Background: an optimization exercise with open tools, aiming at small area and a short achievable clock period. Do not read the settings as production practice.
Function was checked by simulation only, so behaviour that the tests miss may differ from the original.
Power figures rest on the tool's default switching activity, not on a simulated workload.

run a:
==> flow/design.v <==
package chess_pkg;
    typedef logic [2:0]   coord_t;    
    typedef logic [7:0]   square_t;   
    typedef logic [511:0] board_t;    
    typedef logic [11:0]  disp_t;     
    typedef logic [2:0]   sound_t;
    typedef logic [2:0]   click_t;
    typedef enum logic [1:0] {
        st_play      = 2'b01,
        st_black_win = 2'b10,
        st_white_win = 2'b11
    } game_state_e;
    localparam logic color_white = 1'b0;
    localparam logic color_black = 1'b1;
    localparam logic [2:0] piece_king   = 3'd1;
    localparam logic [2:0] piece_queen  = 3'd2;
    localparam logic [2:0] piece_bishop = 3'd3;
    localparam logic [2:0] piece_knight = 3'd4;
    localparam logic [2:0] piece_rook   = 3'd5;
    localparam logic [2:0] piece_pawn   = 3'd6;
    localparam sound_t snd_select   = 3'd1;
    localparam sound_t snd_deselect = 3'd2;
    localparam sound_t snd_move     = 3'd3;
    localparam sound_t snd_capture  = 3'd4;
    localparam sound_t snd_illegal  = 3'd5;
    localparam sound_t snd_gameover = 3'd7;
    localparam click_t click_none     = 3'd0;
    localparam click_t click_select   = 3'd1;
    localparam click_t click_deselect = 3'd2;
    localparam click_t click_try_move = 3'd3;
    localparam click_t click_illegal  = 3'd4;
endpackage
module chess_top (
    input  logic         clk,
    input  logic         rstn,
    input  logic [2:0]   cursor_x,
    input  logic [2:0]   cursor_y,
    input  logic         is_pressed,
    output logic [1:0]   state,
    output logic [767:0] board_data,
    output logic [2:0]   sound_code,
    output logic         play_sound
);
    logic         prev_pressed;
    logic         turn;           
    logic         has_sel;
    logic [2:0]   sx, sy;         
    logic [2:0]   skind;          
    logic [255:0] brd;            
    wire [2:0] cx = cursor_x;
    wire [2:0] cy = cursor_y;
    wire [5:0] cpos = {cy, cx};
    wire [5:0] spos = {sy, sx};
    logic [63:0] cur_oh, sel_oh, occ;
    for (genvar i = 0; i < 64; i++) begin : g_dec
        assign cur_oh[i] = (cpos == 6'(i));
        assign sel_oh[i] = has_sel && (spos == 6'(i));
        assign occ[i]    = |brd[i*4 +: 3];
    end
    wire [31:0] t_rank = brd[{cy, 5'b00000} +: 32];
    wire [3:0]  t      = t_rank[{cx, 2'b00} +: 4];
    wire       t_occ  = |t[2:0];
    wire       t_king = (t[2:0] == 3'd1);
    wire       own    = t_occ && (t[3] == turn);
    wire       on_sel = has_sel && (cpos == spos);
    wire       click  = is_pressed && !prev_pressed && !state[1];
    wire [3:0] ddx = {1'b0, cx} - {1'b0, sx};
    wire [3:0] ddy = {1'b0, cy} - {1'b0, sy};
    wire zx  = (cx == sx);
    wire zy  = (cy == sy);
    wire ax1 = (ddx == 4'd1) || (ddx == 4'hf);
    wire ay1 = (ddy == 4'd1) || (ddy == 4'hf);
    wire ax2 = (ddx == 4'd2) || (ddx == 4'he);
    wire ay2 = (ddy == 4'd2) || (ddy == 4'he);
    wire on_d1 = (ddx == ddy);
    wire on_d2 = (4'(ddx + ddy) == 4'd0);
    wire straight = zx ^ zy;
    wire diagonal = (on_d1 || on_d2) && !zy;
    wire  [2:0] dsum  = sx + sy;
    wire  [2:0] ddiff = sy - sx;
    logic [7:0] o_line, o_file, bx, by;
    always_comb begin
        for (int k = 0; k < 8; k++) begin
            logic [2:0] ly;
            ly        = zy ? sy : on_d1 ? 3'(ddiff + 3'(k)) : 3'(dsum - 3'(k));
            o_line[k] = occ[{ly, 3'(k)}];
            o_file[k] = occ[{3'(k), sx}];
            bx[k]     = ((sx < 3'(k)) && (3'(k) < cx)) || ((cx < 3'(k)) && (3'(k) < sx));
            by[k]     = ((sy < 3'(k)) && (3'(k) < cy)) || ((cy < 3'(k)) && (3'(k) < sy));
        end
    end
    wire path_clear = zx ? !(|(o_file & by)) : !(|(o_line & bx));
    wire fwd_one = turn ? (ddy == 4'hf) : (ddy == 4'd1);
    wire fwd_two = turn ? (sy == 3'd6 && cy == 3'd4) : (sy == 3'd1 && cy == 3'd3);
    wire pawn_ok   = (zx && fwd_one && !t_occ)
                  || (zx && fwd_two && path_clear && !t_occ)
                  || (ax1 && fwd_one && t_occ);
    wire knight_ok = (ax1 && ay2) || (ax2 && ay1);
    wire king_ok   = (zx || ax1) && (zy || ay1);
    logic legal;
    always_comb begin
        case (skind)
            3'd6:    legal = pawn_ok;
            3'd4:    legal = knight_ok;
            3'd1:    legal = king_ok;
            3'd5:    legal = straight && path_clear;
            3'd3:    legal = diagonal && path_clear;
            3'd2:    legal = (straight || diagonal) && path_clear;
            default: legal = 1'b0;
        endcase
    end
    wire do_desel = click && on_sel;
    wire do_sel   = click && !on_sel && own;
    wire move     = click && !on_sel && !own && has_sel && legal;
    always_ff @(posedge clk or negedge rstn) begin
        if (!rstn) begin
            prev_pressed <= 1'b0;
            turn         <= 1'b0;
            has_sel      <= 1'b0;
            state        <= 2'b01;
            sound_code   <= 3'd0;
            play_sound   <= 1'b0;
        end else begin
            prev_pressed <= is_pressed;
            play_sound   <= click;
            if (click) begin
                if (on_sel) begin
                    has_sel    <= 1'b0;
                    sound_code <= 3'd2;
                end else if (own) begin
                    has_sel    <= 1'b1;
                    sound_code <= 3'd1;
                end else if (move) begin
                    has_sel    <= 1'b0;
                    turn       <= ~turn;
                    if (t_king) begin
                        sound_code <= 3'd7;
                        state      <= turn ? 2'b10 : 2'b11;
                    end else begin
                        sound_code <= t_occ ? 3'd4 : 3'd3;
                    end
                end else begin
                    sound_code <= 3'd5;
                end
            end
        end
    end
    always_ff @(posedge clk) begin
        if (do_sel) begin
            sx    <= cx;
            sy    <= cy;
            skind <= t[2:0];
        end
    end
    for (genvar i = 0; i < 64; i++) begin : g_sq
        localparam int X = i % 8;
        localparam int Y = i / 8;
        localparam logic [2:0] BACK = (X == 0 || X == 7) ? 3'd5 :
                                      (X == 1 || X == 6) ? 3'd4 :
                                      (X == 2 || X == 5) ? 3'd3 :
                                      (X == 3)           ? 3'd2 : 3'd1;
        localparam logic [3:0] INIT = (Y == 0) ? {1'b0, BACK} :
                                      (Y == 1) ? 4'b0110 :
                                      (Y == 6) ? 4'b1110 :
                                      (Y == 7) ? {1'b1, BACK} : 4'b0000;
        always_ff @(posedge clk or negedge rstn) begin
            if (!rstn) begin
                brd[i*4 +: 4] <= INIT;
            end else if (move && (cur_oh[i] || sel_oh[i])) begin
                brd[i*4 +: 4] <= cur_oh[i] ? {turn, skind} : 4'b0000;
            end
        end
        assign board_data[i*12 +: 12] = {2'b00, sel_oh[i], cur_oh[i] | sel_oh[i],
                                         3'b000, occ[i], brd[i*4 +: 4]};
    end
endmodule
Settings: LEC_CHECK=0, CAP_MARGIN=20, CORE_MARGIN=2, CORE_UTILIZATION=40, SETUP_SLACK_MARGIN=4, SLEW_MARGIN=20, TNS_END_PERCENT=10; clock period 10.0 ns.
standard.sh (not shown) runs the stock make flow with config.mk's settings and CLKGATE_MAP_FILE= SYNTH_SCRIPT=/design/flow/synth_recipe.tcl, a recipe that flattens the netlist after the stock synthesis.
==> flow/flow/run.sh <==
#!/bin/bash
# Standard ORFS layout with three changes: port buffers are the smallest
# buffer, constant output ports share tie cells with their neighbours on the
# die edge, and CTS uses no dummy loads.
set -euo pipefail
R=$PWD/orfs/results/sky130hd/chess_top/base
export BUFFER_PORTS_ARGS="-buffer_cell sky130_fd_sc_hd__buf_1"
export CTS_ARGS="-sink_clustering_enable -repair_clock_nets -dont_use_dummy_load -buf_list {sky130_fd_sc_hd__clkbuf_2 sky130_fd_sc_hd__clkbuf_4 sky130_fd_sc_hd__clkbuf_8}"
bash standard.sh synth > log_synth.txt 2>&1
bash standard.sh $R/3_2_place_iop.odb > log_floorplan_iop.txt 2>&1
REGROUP_ODB=$R/3_2_place_iop.odb openroad -no_init -exit flow/regroup.tcl > log_regroup.txt 2>&1
bash standard.sh > log_finish.txt 2>&1
Other scripts of this flow, unchanged in this note and not shown: flow/flow/regroup.tcl
Run a finished all stages; the layout is clean.
What run b does differently from run a at the input level:
--- a/flow/design.v
+++ b/flow/design.v
@@ -75,22 +75,34 @@
     wire on_d1 = (ddx == ddy);
     wire on_d2 = (4'(ddx + ddy) == 4'd0);
     wire straight = zx ^ zy;
     wire diagonal = (on_d1 || on_d2) && !zy;
+    function automatic logic [7:0] reach(input logic [7:0] o, input logic [2:0] p);
+        logic [7:0] up, dn;
+        up[0] = 1'b0;
+        for (int k = 1; k < 8; k++) up[k] = (p == 3'(k - 1)) || (up[k-1] && !o[k-1]);
+        dn[7] = 1'b0;
+        for (int k = 6; k >= 0; k--) dn[k] = (p == 3'(k + 1)) || (dn[k+1] && !o[k+1]);
+        reach = up | dn;
+    endfunction
+    logic [7:0] o_rank, o_file, o_d1, o_d2;
     wire  [2:0] dsum  = sx + sy;
     wire  [2:0] ddiff = sy - sx;
-    logic [7:0] o_line, o_file, bx, by;
     always_comb begin
         for (int k = 0; k < 8; k++) begin
-            logic [2:0] ly;
-            ly        = zy ? sy : on_d1 ? 3'(ddiff + 3'(k)) : 3'(dsum - 3'(k));
-            o_line[k] = occ[{ly, 3'(k)}];
+            o_rank[k] = occ[{sy, 3'(k)}];
             o_file[k] = occ[{3'(k), sx}];
-            bx[k]     = ((sx < 3'(k)) && (3'(k) < cx)) || ((cx < 3'(k)) && (3'(k) < sx));
-            by[k]     = ((sy < 3'(k)) && (3'(k) < cy)) || ((cy < 3'(k)) && (3'(k) < sy));
+            o_d1[k]   = occ[{3'(ddiff + 3'(k)), 3'(k)}];
+            o_d2[k]   = occ[{3'(dsum - 3'(k)), 3'(k)}];
         end
     end
-    wire path_clear = zx ? !(|(o_file & by)) : !(|(o_line & bx));
+    wire [7:0] r_rank = reach(o_rank, sx);
+    wire [7:0] r_file = reach(o_file, sy);
+    wire [7:0] r_d1   = reach(o_d1, sx);
+    wire [7:0] r_d2   = reach(o_d2, sx);
+    wire path_clear = zy    ? r_rank[cx] :
+                      zx    ? r_file[cy] :
+                      on_d1 ? r_d1[cx]   : r_d2[cx];
     wire fwd_one = turn ? (ddy == 4'hf) : (ddy == 4'd1);
     wire fwd_two = turn ? (sy == 3'd6 && cy == 3'd4) : (sy == 3'd1 && cy == 3'd3);
     wire pawn_ok   = (zx && fwd_one && !t_occ)
                   || (zx && fwd_two && path_clear && !t_occ)
==> results.txt <==
Run b completed every stage of the flow, and the final layout passed the timing, DRC and antenna checks.
Route | run b vs run a | wire longer in run b
[compare] base=run a new=run b: first-pass GRT wire length rose about 35%, total number of vias has increased, switching power summed over all nets grew by 33%.
When run b is set beside run a, its number of buffers and inverters on the critical path turns out to be 1 larger.
Diff run a -> run b | placed instance count | up by more than a quarter

## re-timing with driven ports
No port has a modelled driver above. Below, the same layouts with a new extraction and two added sets of constraints. Step 1 (the two cells are an assumption about what drives the block):
set clk [get_ports {clk}]
set_driving_cell -lib_cell sky130_fd_sc_hd__clkbuf_16 $clk
set_driving_cell -lib_cell sky130_fd_sc_hd__buf_2 [delete_from_list [all_inputs] $clk]
Step 2 also shifts input and output timing later by t, the mid clock arrival at the registers, as if the neighbouring blocks saw the same clock. Three values: no drivers, after step 1, after step 2; two values: the first two.
run | t, ns | slack for setup (ns) | pins driven straight from the clock port
run a | 0.616 | 3.870 / 3.842 / 3.351 | 1
run b | 0.649 | 3.604 / 3.548 / 3.275 | 1
After both steps setup and hold are still met in every run listed. The setup slack of run a, which loses most, moves by -0.028 ns with the drivers and by -0.519 ns with both steps.
